From an optimization exercise on the open Yosys and OpenROAD flow, aimed at small area; shortcuts taken in it are not production practice. Function was checked by simulation only, so behaviour that the tests miss may differ from the original. The clock input has no modelled driver; a real chip could not lean on it and would need a root buffer or a full tree.

==> yarrow <==
// lsu_top
module lsu_top
(
    input  logic              clk,
    input  logic              rst,
    input  logic              req,
    input  logic [2:0]        req_op,
    input  logic [31:0]       req_addr,
    input  logic [31:0]       req_wdata,
    output logic              done,
    output logic              busy,
    output logic              err,
    output logic [31:0]       rdata
);
==> module lsu_top, before the edit <==
module lsu_top
(
    input  logic              clk,
    input  logic              rst,
    input  logic              req,
    input  logic [2:0]        req_op,
    input  logic [31:0]       req_addr,
    input  logic [31:0]       req_wdata,
    output logic              done,
    output logic              busy,
    output logic              err,
    output logic [31:0]       rdata
);
    localparam int RINGS = 4;
    localparam int SLOTS = 64;
    logic [RINGS-1:0][31:0] tail;
    logic [5:0]  cnt;
    logic        sweep;
    logic [2:0]  op_q;
    logic [1:0]  off_q;
    logic [1:0]  ring_q;
    logic [5:0]  slot_q;
    logic [31:0] data_q;
    logic        take;
    logic        oor;
    logic [5:0]  slot_c;
    logic        hit;
    logic        store_q;
    logic        wr;
    logic [3:0]  lane_en;
    logic [31:0] wlane;
    assign take   = req && !busy;
    assign oor    = |req_addr[31:10];
    assign slot_c = busy ? slot_q : req_addr[7:2];
    assign hit    = (slot_c == cnt);
    assign store_q = op_q[2] && (op_q[1] || op_q[0]);
    assign wr      = done && store_q && !err;
    always_comb begin
        case (op_q[1:0])
            2'd1:    lane_en = 4'b0001 << off_q;
            2'd2:    lane_en = off_q[1] ? 4'b1100 : 4'b0011;
            default: lane_en = 4'b1111;
        endcase
    end
    logic is_sb, is_sh, is_sw, not_sb, not_sw, sb_or_sh;
    assign is_sb    = (op_q[1:0] == 2'd1);
    assign is_sh    = (op_q[1:0] == 2'd2);
    assign is_sw    = (op_q[1:0] == 2'd3);
    assign not_sb   = !is_sb;
    assign not_sw   = !is_sw;
    assign sb_or_sh = is_sb || is_sh;
    for (genvar b = 0; b < 8; b++) begin : g_wlane
        assign wlane[b] = data_q[b];
        lsu_ao2 i_l1 (.a0(is_sb), .b0(data_q[b]), .a1(not_sb), .b1(data_q[8+b]), .y(wlane[8+b]));
        lsu_ao2 i_l2 (.a0(not_sw), .b0(data_q[b]), .a1(is_sw), .b1(data_q[16+b]), .y(wlane[16+b]));
        lsu_ao3 i_l3 (.a0(is_sb), .b0(data_q[b]), .a1(is_sh), .b1(data_q[8+b]),
                      .a2(is_sw), .b2(data_q[24+b]), .y(wlane[24+b]));
    end
    for (genvar r = 0; r < RINGS; r++) begin : g_ring
        logic [SLOTS*32-1:0] words;
        logic [31:0] head;
        assign tail[r] = words[SLOTS*32-1 -: 32];
        for (genvar l = 0; l < 4; l++) begin : g_lane
            logic wr_lane;
            logic keep;
            assign wr_lane = wr && (ring_q == r) && lane_en[l];
            assign keep    = !wr_lane && !sweep;
            for (genvar b = 0; b < 8; b++) begin : g_bit
                lsu_ao2 i_head_bit (
                    .a0(wr_lane), .b0(wlane[8*l+b]),
                    .a1(keep), .b1(tail[r][8*l+b]), .y(head[8*l+b])
                );
            end
        end
        always_ff @(posedge clk) begin
            words <= {words[SLOTS*32-33:0], head};
        end
    end
    always_ff @(posedge clk) begin
        if (rst) begin
            cnt   <= 6'd1;
            sweep <= 1'b1;
            busy  <= 1'b0;
            done  <= 1'b0;
        end else begin
            cnt <= cnt + 6'd1;
            if (cnt == 6'd0) begin
                sweep <= 1'b0;
            end
            done <= (take && oor) || ((take || busy) && hit);
            busy <= busy ? !hit : (take && !oor && !hit);
        end
    end
    always_ff @(posedge clk) begin
        if (!busy) begin
            op_q   <= req_op;
            off_q  <= req_addr[1:0];
            ring_q <= req_addr[9:8];
            slot_q <= req_addr[7:2];
            data_q <= req_wdata;
            err    <= oor;
        end
    end
    logic [3:0]  rsel;
    logic [3:0]  osel;
    logic [31:0] word;
    for (genvar r = 0; r < 4; r++) begin : g_sel
        assign rsel[r] = (ring_q == r) && !sweep && !err;
        assign osel[r] = (off_q == r);
    end
    for (genvar b = 0; b < 32; b++) begin : g_word
        lsu_ao4 i_word (
            .a0(rsel[0]), .b0(tail[0][b]), .a1(rsel[1]), .b1(tail[1][b]),
            .a2(rsel[2]), .b2(tail[2][b]), .a3(rsel[3]), .b3(tail[3][b]),
            .y(word[b])
        );
    end
    logic mid_lo, mid_hi, byte_sx, high_w, high_sx, sign;
    assign mid_lo  = op_q[2] || (op_q[1] && !off_q[1]);
    assign mid_hi  = !op_q[2] && op_q[1] && off_q[1];
    assign byte_sx = (op_q == 3'd0);
    assign high_w  = op_q[2];
    assign high_sx = (op_q == 3'd0) || (op_q == 3'd2);
    assign sign    = op_q[1] ? rdata[15] : rdata[7];
    for (genvar b = 0; b < 8; b++) begin : g_rd
        lsu_ao4 i_lo (
            .a0(osel[0]), .b0(word[b]), .a1(osel[1]), .b1(word[8+b]),
            .a2(osel[2]), .b2(word[16+b]), .a3(osel[3]), .b3(word[24+b]),
            .y(rdata[b])
        );
        lsu_ao3 i_mid (
            .a0(mid_lo), .b0(word[8+b]), .a1(mid_hi), .b1(word[24+b]),
            .a2(byte_sx), .b2(rdata[7]), .y(rdata[8+b])
        );
    end
    for (genvar b = 16; b < 32; b++) begin : g_rd_hi
        lsu_ao2 i_hi (.a0(high_w), .b0(word[b]), .a1(high_sx), .b1(sign), .y(rdata[b]));
    end
endmodule
==> module lsu_ao2, before the edit <==
module lsu_ao2
(
    input  logic a0, b0, a1, b1,
    output logic y
);
    assign y = (a0 && b0) || (a1 && b1);
endmodule
==> module lsu_ao3, before the edit <==
module lsu_ao3
(
    input  logic a0, b0, a1, b1, a2, b2,
    output logic y
);
    assign y = (a0 && b0) || (a1 && b1) || (a2 && b2);
endmodule
==> module lsu_ao4, before the edit <==
module lsu_ao4
(
    input  logic a0, b0, a1, b1, a2, b2, a3, b3,
    output logic y
);
    assign y = (a0 && b0) || (a1 && b1) || (a2 && b2) || (a3 && b3);
endmodule
==> flow/config.mk <==
export PLATFORM = sky130hd
export DESIGN_NAME = lsu_top
export DESIGN_NICKNAME = lsu_top
export VERILOG_FILES = /design/flow/design.v
export SDC_FILE = /design/flow/constraint.sdc
export NUM_CORES = 8
export LEC_CHECK = 0
export CAP_MARGIN = 20
export CORE_MARGIN = 2
export CORE_UTILIZATION = 60
export PLACE_DENSITY = 0.7
export SLEW_MARGIN = 20
export SYNTH_HIERARCHICAL = 1
export SYNTH_MINIMUM_KEEP_SIZE = 0
==> flow/constraint.sdc <==
create_clock -name core_clock -period 6.0 [get_ports {clk}]
set_input_delay 1.2000 -clock core_clock [delete_from_list [all_inputs] [get_ports {clk}]]
set_output_delay 1.2000 -clock core_clock [all_outputs]
set_load 0.01 [all_outputs]
standard.sh (not shown) runs the stock make flow with config.mk's settings and CLKGATE_MAP_FILE= SYNTH_SCRIPT=/design/flow/synth_recipe.tcl, a recipe that flattens the netlist after the stock synthesis.
==> flow/flow/run.sh <==
#!/bin/bash
# Standard ORFS layout with two changes:
#  - the clock tree is built by flow/mycts.tcl in place of TritonCTS: leaf
#    buf_4 buffers each drive about 13 nearby flip-flops (split in two, or
#    upsized, where the clock edge at a flip-flop would be too slow), and
#    upper levels of buf_4 group 12 buffers each up to one clkbuf_16 root;
#  - input and output ports are buffered with buf_1 cells.
# Synthesis, placement, timing repair and routing are the standard ones
# (standard.sh); its output goes to standard.log and ORFS's logs.
set -e
B=sky130_fd_sc_hd
export PRE_CTS_TCL="$PWD/flow/mycts.tcl"
export MYCTS_LEAF_SIZE=13
export MYCTS_FANOUT=12
export MYCTS_SLEW_MAX=0.112
export MYCTS_LEAF_BUF=${B}__buf_4
export MYCTS_SPLIT_BUF=${B}__buf_2
export MYCTS_UPSIZE="${B}__buf_2 ${B}__buf_4 ${B}__buf_8"
export MYCTS_TREE_BUF=${B}__buf_4
export BUFFER_PORTS_ARGS="-buffer_cell ${B}__buf_1"
bash standard.sh > standard.log 2>&1
==> flow/flow/mycts.tcl <==
# Clock tree built by recursive bisection, in place of TritonCTS.
# Leaf buffers each drive a compact group of flip-flop clock pins; a leaf
# whose pins see too slow a clock edge is split in two. Upper levels group
# the buffers of the level below until one root buffer remains, which the
# clock port drives alone.

proc mycts_env {name default} {
  if {[info exists ::env($name)] && $::env($name) != ""} { return $::env($name) }
  return $default
}

# split items ({x y payload}) into groups of at most $target, cutting the
# longer side of the bounding box at the count-proportional position
proc mycts_bisect {items target} {
  set n [llength $items]
  if {$n <= $target} { return [list $items] }
  set k [expr {int(ceil(double($n) / $target))}]
  set k1 [expr {$k / 2}]
  set n1 [expr {int(round(double($n) * $k1 / $k))}]
  set xs [lmap it $items {lindex $it 0}]
  set ys [lmap it $items {lindex $it 1}]
  set dx [expr {[tcl::mathfunc::max {*}$xs] - [tcl::mathfunc::min {*}$xs]}]
  set dy [expr {[tcl::mathfunc::max {*}$ys] - [tcl::mathfunc::min {*}$ys]}]
  set idx [expr {$dx >= $dy ? 0 : 1}]
  set sorted [lsort -real -index $idx $items]
  set a [lrange $sorted 0 [expr {$n1 - 1}]]
  set b [lrange $sorted $n1 end]
  return [concat [mycts_bisect $a $target] [mycts_bisect $b $target]]
}

proc mycts_xy {it} {
  set bb [[$it getInst] getBBox]
  return [list [expr {([$bb xMin] + [$bb xMax]) / 2}] [expr {([$bb yMin] + [$bb yMax]) / 2}]]
}

# a buffer driving the given items ({x y iterm}) from $parent, at their centroid
proc mycts_buffer {master name items parent} {
  set block [ord::get_db_block]
  set sx 0; set sy 0
  foreach it $items { set sx [expr {$sx + [lindex $it 0]}]; set sy [expr {$sy + [lindex $it 1]}] }
  set cx [expr {int($sx / [llength $items])}]
  set cy [expr {int($sy / [llength $items])}]
  set inst [odb::dbInst_create $block $master "clkbuf_${name}_clk"]
  $inst setLocation [expr {$cx - [$master getWidth] / 2}] $cy
  $inst setPlacementStatus PLACED
  set net [odb::dbNet_create $block "clknet_${name}_clk"]
  $net setSigType CLOCK
  [$inst findITerm X] connect $net
  foreach it $items {
    set term [lindex $it 2]
    $term disconnect
    $term connect $net
  }
  [$inst findITerm A] connect $parent
  return $inst
}

proc mycts_loads {inst} {
  set items {}
  foreach it [[[$inst findITerm X] getNet] getITerms] {
    if {[$it getInst] == $inst} continue
    lassign [mycts_xy $it] x y
    lappend items [list $x $y $it]
  }
  return $items
}

proc mycts_worst_slew {inst} {
  set worst 0
  foreach it [mycts_loads $inst] {
    set term [lindex $it 2]
    set pin [get_pins [[$term getInst] getName]/[[$term getMTerm] getName]]
    set s [get_property $pin slew_max]
    if {$s > $worst} { set worst $s }
  }
  return $worst
}

proc mycts_legalize {} {
  detailed_placement
  estimate_parasitics -placement
}

proc mycts_build {} {
  set db [ord::get_db]
  set block [ord::get_db_block]
  set leaf_size [mycts_env MYCTS_LEAF_SIZE 21]
  set fan [mycts_env MYCTS_FANOUT 8]
  set limit [mycts_env MYCTS_SLEW_MAX 0.118]
  set leaf_master [$db findMaster [mycts_env MYCTS_LEAF_BUF sky130_fd_sc_hd__clkbuf_8]]
  set split_master [$db findMaster [mycts_env MYCTS_SPLIT_BUF sky130_fd_sc_hd__clkbuf_4]]
  set upsize [mycts_env MYCTS_UPSIZE {sky130_fd_sc_hd__clkbuf_4 sky130_fd_sc_hd__clkbuf_8 sky130_fd_sc_hd__clkbuf_16}]
  set tree_master [$db findMaster [mycts_env MYCTS_TREE_BUF sky130_fd_sc_hd__clkbuf_8]]
  set root_master [$db findMaster [mycts_env MYCTS_ROOT_BUF sky130_fd_sc_hd__clkbuf_16]]

  set clk_net [[$block findBTerm clk] getNet]
  set sinks {}
  foreach it [$clk_net getITerms] {
    if {[$it getIoType] == "INPUT"} {
      lassign [mycts_xy $it] x y
      lappend sinks [list $x $y $it]
    }
  }
  puts "MYCTS: [llength $sinks] sinks, leaf size $leaf_size, fanout $fan, slew limit $limit"

  # leaves
  set leaves {}
  set gi 0
  foreach g [mycts_bisect $sinks $leaf_size] {
    lappend leaves [mycts_buffer $leaf_master "leaf_$gi" $g $clk_net]
    incr gi
  }
  puts "MYCTS: [llength $leaves] leaf buffers"
  set_propagated_clock [all_clocks]
  mycts_legalize

  # split leaves whose flip-flops see too slow a clock edge
  set split {}
  foreach inst $leaves {
    if {[mycts_worst_slew $inst] <= $limit} continue
    set halves [mycts_bisect [mycts_loads $inst] [expr {int(ceil([llength [mycts_loads $inst]] / 2.0))}]]
    set name [$inst getName]
    set net [[$inst findITerm X] getNet]
    [$inst findITerm X] disconnect
    [$inst findITerm A] disconnect
    odb::dbInst_destroy $inst
    odb::dbNet_destroy $net
    foreach h $halves {
      lappend split [mycts_buffer $split_master "leaf_$gi" $h $clk_net]
      incr gi
    }
  }
  puts "MYCTS: split [expr {[llength $split] / 2}] leaves"
  set leaves [concat [lmap i $leaves {expr {[catch {$i getName}] ? "" : $i}}] $split]
  set leaves [lsearch -all -inline -not -exact $leaves ""]
  mycts_legalize

  # upsize any leaf still too slow
  for {set pass 0} {$pass < 3} {incr pass} {
    set fixed 0
    foreach inst [$block getInsts] {
      if {![string match "clkbuf_leaf_*" [$inst getName]]} continue
      if {[mycts_worst_slew $inst] <= $limit} continue
      set m [[$inst getMaster] getName]
      set i [lsearch $upsize $m]
      if {$i < 0 || $i == [llength $upsize] - 1} continue
      $inst swapMaster [$db findMaster [lindex $upsize [expr {$i + 1}]]]
      incr fixed
    }
    puts "MYCTS: pass $pass upsized $fixed leaf buffers"
    if {$fixed == 0} break
    estimate_parasitics -placement
  }

  # upper levels
  set items {}
  foreach inst [$block getInsts] {
    if {![string match "clkbuf_leaf_*" [$inst getName]]} continue
    set it [$inst findITerm A]
    lassign [mycts_xy $it] x y
    lappend items [list $x $y $it]
  }
  set level 1
  while {[llength $items] > 1} {
    if {[llength $items] <= $fan} {
      set groups [list $items]
      set master $root_master
      set tag root
    } else {
      set groups [mycts_bisect $items $fan]
      set master $tree_master
      set tag L$level
    }
    set next {}
    set gi 0
    foreach g $groups {
      set inst [mycts_buffer $master "${tag}_$gi" $g $clk_net]
      set it [$inst findITerm A]
      lassign [mycts_xy $it] x y
      lappend next [list $x $y $it]
      incr gi
    }
    puts "MYCTS: level $level ($tag): [llength $groups] buffers of [$master getName]"
    set items $next
    incr level
  }
  mycts_legalize
}

rename clock_tree_synthesis mycts_orig_clock_tree_synthesis
proc clock_tree_synthesis {args} {
  mycts_build
  set_propagated_clock [all_clocks]
}
==> maple: changes against yarrow <==
--- a/flow/design.v
+++ b/flow/design.v
@@ -92,20 +92,11 @@
             default: lane_en = 4'b1111;
         endcase
     end
-    logic is_sb, is_sh, is_sw, not_sb, not_sw, sb_or_sh;
-    assign is_sb    = (op_q[1:0] == 2'd1);
-    assign is_sh    = (op_q[1:0] == 2'd2);
-    assign is_sw    = (op_q[1:0] == 2'd3);
-    assign not_sb   = !is_sb;
-    assign not_sw   = !is_sw;
-    assign sb_or_sh = is_sb || is_sh;
-    for (genvar b = 0; b < 8; b++) begin : g_wlane
-        assign wlane[b] = data_q[b];
-        lsu_ao2 i_l1 (.a0(is_sb), .b0(data_q[b]), .a1(not_sb), .b1(data_q[8+b]), .y(wlane[8+b]));
-        lsu_ao2 i_l2 (.a0(not_sw), .b0(data_q[b]), .a1(is_sw), .b1(data_q[16+b]), .y(wlane[16+b]));
-        lsu_ao3 i_l3 (.a0(is_sb), .b0(data_q[b]), .a1(is_sh), .b1(data_q[8+b]),
-                      .a2(is_sw), .b2(data_q[24+b]), .y(wlane[24+b]));
-    end
+    assign wlane[7:0]   = data_q[7:0];
+    assign wlane[15:8]  = (op_q[1:0] == 2'd1) ? data_q[7:0] : data_q[15:8];
+    assign wlane[23:16] = (op_q[1:0] == 2'd3) ? data_q[23:16] : data_q[7:0];
+    assign wlane[31:24] = (op_q[1:0] == 2'd3) ? data_q[31:24] :
+                          (op_q[1:0] == 2'd2) ? data_q[15:8] : data_q[7:0];
     for (genvar r = 0; r < RINGS; r++) begin : g_ring
         logic [SLOTS*32-1:0] words;
         logic [31:0] head;
@@ -116,9 +107,9 @@
             assign wr_lane = wr && (ring_q == r) && lane_en[l];
             assign keep    = !wr_lane && !sweep;
             for (genvar b = 0; b < 8; b++) begin : g_bit
-                lsu_ao2 i_head_bit (
-                    .a0(wr_lane), .b0(wlane[8*l+b]),
-                    .a1(keep), .b1(tail[r][8*l+b]), .y(head[8*l+b])
+                lsu_head_bit i_head_bit (
+                    .wr(wr_lane), .wdata(wlane[8*l+b]),
+                    .keep, .tail(tail[r][8*l+b]), .head(head[8*l+b])
                 );
             end
         end
@@ -151,60 +142,27 @@
             err    <= oor;
         end
     end
-    logic [3:0]  rsel;
-    logic [3:0]  osel;
     logic [31:0] word;
-    for (genvar r = 0; r < 4; r++) begin : g_sel
-        assign rsel[r] = (ring_q == r) && !sweep && !err;
-        assign osel[r] = (off_q == r);
-    end
-    for (genvar b = 0; b < 32; b++) begin : g_word
-        lsu_ao4 i_word (
-            .a0(rsel[0]), .b0(tail[0][b]), .a1(rsel[1]), .b1(tail[1][b]),
-            .a2(rsel[2]), .b2(tail[2][b]), .a3(rsel[3]), .b3(tail[3][b]),
-            .y(word[b])
-        );
-    end
-    logic mid_lo, mid_hi, byte_sx, high_w, high_sx, sign;
-    assign mid_lo  = op_q[2] || (op_q[1] && !off_q[1]);
-    assign mid_hi  = !op_q[2] && op_q[1] && off_q[1];
-    assign byte_sx = (op_q == 3'd0);
-    assign high_w  = op_q[2];
-    assign high_sx = (op_q == 3'd0) || (op_q == 3'd2);
-    assign sign    = op_q[1] ? rdata[15] : rdata[7];
-    for (genvar b = 0; b < 8; b++) begin : g_rd
-        lsu_ao4 i_lo (
-            .a0(osel[0]), .b0(word[b]), .a1(osel[1]), .b1(word[8+b]),
-            .a2(osel[2]), .b2(word[16+b]), .a3(osel[3]), .b3(word[24+b]),
-            .y(rdata[b])
-        );
-        lsu_ao3 i_mid (
-            .a0(mid_lo), .b0(word[8+b]), .a1(mid_hi), .b1(word[24+b]),
-            .a2(byte_sx), .b2(rdata[7]), .y(rdata[8+b])
-        );
-    end
-    for (genvar b = 16; b < 32; b++) begin : g_rd_hi
-        lsu_ao2 i_hi (.a0(high_w), .b0(word[b]), .a1(high_sx), .b1(sign), .y(rdata[b]));
+    logic [31:0] shifted;
+    assign word    = (sweep || err) ? 32'h0 : tail[ring_q];
+    assign shifted = word >> {off_q, 3'b000};
+    always_comb begin
+        case (op_q)
+            3'd0:    rdata = {{24{shifted[7]}}, shifted[7:0]};
+            3'd1:    rdata = {24'h0, shifted[7:0]};
+            3'd2:    rdata = {{16{shifted[15]}}, shifted[15:0]};
+            3'd3:    rdata = {16'h0, shifted[15:0]};
+            default: rdata = shifted;
+        endcase
     end
 endmodule
-module lsu_ao2
+module lsu_head_bit
 (
-    input  logic a0, b0, a1, b1,
-    output logic y
+    input  logic wr,
+    input  logic wdata,
+    input  logic keep,
+    input  logic tail,
+    output logic head
 );
-    assign y = (a0 && b0) || (a1 && b1);
+    assign head = (wr && wdata) || (keep && tail);
 endmodule
-module lsu_ao3
-(
-    input  logic a0, b0, a1, b1, a2, b2,
-    output logic y
-);
-    assign y = (a0 && b0) || (a1 && b1) || (a2 && b2);
-endmodule
-module lsu_ao4
-(
-    input  logic a0, b0, a1, b1, a2, b2, a3, b3,
-    output logic y
-);
-    assign y = (a0 && b0) || (a1 && b1) || (a2 && b2) || (a3 && b3);
-endmodule
==> flow/flow/run.sh (replaced) <==
#!/bin/bash
# Standard ORFS layout with three changes:
#  - the clock tree is built by flow/mycts.tcl in place of TritonCTS: leaf
#    clkbuf_8 buffers each drive about 21 nearby flip-flops (split in two
#    where the clock edge at a flip-flop would be too slow), and upper levels
#    of clkbuf_8 group 12 buffers each up to one clkbuf_16 root buffer;
#  - input and output ports are buffered with buf_1 cells;
#  - nothing else: synthesis, placement, timing repair and routing are the
#    standard ones (standard.sh).
set -e
export PRE_CTS_TCL="$PWD/flow/mycts.tcl"
export MYCTS_LEAF_SIZE=21
export MYCTS_FANOUT=12
export MYCTS_SLEW_MAX=0.118
export BUFFER_PORTS_ARGS="-buffer_cell sky130_fd_sc_hd__buf_1"
bash standard.sh > standard.log 2>&1
--- a/flow/flow/mycts.tcl
+++ b/flow/flow/mycts.tcl
@@ -89,7 +89,7 @@
   set limit [mycts_env MYCTS_SLEW_MAX 0.118]
   set leaf_master [$db findMaster [mycts_env MYCTS_LEAF_BUF sky130_fd_sc_hd__clkbuf_8]]
   set split_master [$db findMaster [mycts_env MYCTS_SPLIT_BUF sky130_fd_sc_hd__clkbuf_4]]
-  set upsize [mycts_env MYCTS_UPSIZE {sky130_fd_sc_hd__clkbuf_4 sky130_fd_sc_hd__clkbuf_8 sky130_fd_sc_hd__clkbuf_16}]
+  set big_master [$db findMaster sky130_fd_sc_hd__clkbuf_16]
   set tree_master [$db findMaster [mycts_env MYCTS_TREE_BUF sky130_fd_sc_hd__clkbuf_8]]
   set root_master [$db findMaster [mycts_env MYCTS_ROOT_BUF sky130_fd_sc_hd__clkbuf_16]]
 
@@ -142,9 +142,11 @@
       if {![string match "clkbuf_leaf_*" [$inst getName]]} continue
       if {[mycts_worst_slew $inst] <= $limit} continue
       set m [[$inst getMaster] getName]
-      set i [lsearch $upsize $m]
-      if {$i < 0 || $i == [llength $upsize] - 1} continue
-      $inst swapMaster [$db findMaster [lindex $upsize [expr {$i + 1}]]]
+      if {$m == [$split_master getName]} {
+        $inst swapMaster $leaf_master
+      } elseif {$m == [$leaf_master getName]} {
+        $inst swapMaster $big_master
+      } else continue
       incr fixed
     }
     puts "MYCTS: pass $pass upsized $fixed leaf buffers"
==> results.cfg <==
[outcome]
outcome = finished clean

[power]
p_sw_w = 0.0142
power_frac_seq = 0.724
comb_cell_power_w = 0.000218

[yosys]
syn-num-nets = 8780

[place]
hpwl_um = 130000
dp_slack_ns = 1.89

[final_layout]
insertedDiodeCount = 25

[sta]
min_period_ns = 5.09

[setup_path]
critical_path_buf_inv_count = 2
That was maple.
==> results.cfg <==
[outcome]
outcome = finished clean

[final_layout]
insertedDiodeCount = 22

[place]
dp_slack_ns = 1.02
hpwl_um = 131000

[yosys]
syn-num-nets = 8772

[drt]
drc_errors = 0

[power]
p_sw_w = 0.0144
comb_cell_power_w = 0.000180

[setup_path]
critical_path_buf_inv_count = 3
That was yarrow.
In every run of this note, the design's own scripts or RTL, not TritonCTS, make the clock network.

==> afterwards: timing with drivers on the ports <==
The flow's constraints put no driver on any port. The routed layouts listed below were extracted and timed again, unchanged, in two steps. Step 1 (the two cells are an assumption about what drives the block):
set clk [get_ports {clk}]
set_driving_cell -lib_cell sky130_fd_sc_hd__clkbuf_16 $clk
set_driving_cell -lib_cell sky130_fd_sc_hd__buf_2 [delete_from_list [all_inputs] $clk]
Step 2 moves the port delays by t, midway between the first and last clock arrival at a register: inputs arrive t later, outputs are due t later. That takes back most of the time a late clock gives input paths. Slacks: ideal ports / drivers / drivers and shift; pairs: ideal ports / drivers.
run	shift t [ns]	slack for setup (ns)	worst setup path after step 2	cell pins on the clock port's net
yarrow	1.202	0.339 / 0.251 / 1.453	register to output	1
maple	1.136	0.906 / 0.810 / 1.932	register to register	1
After both steps every run listed still meets setup and hold.
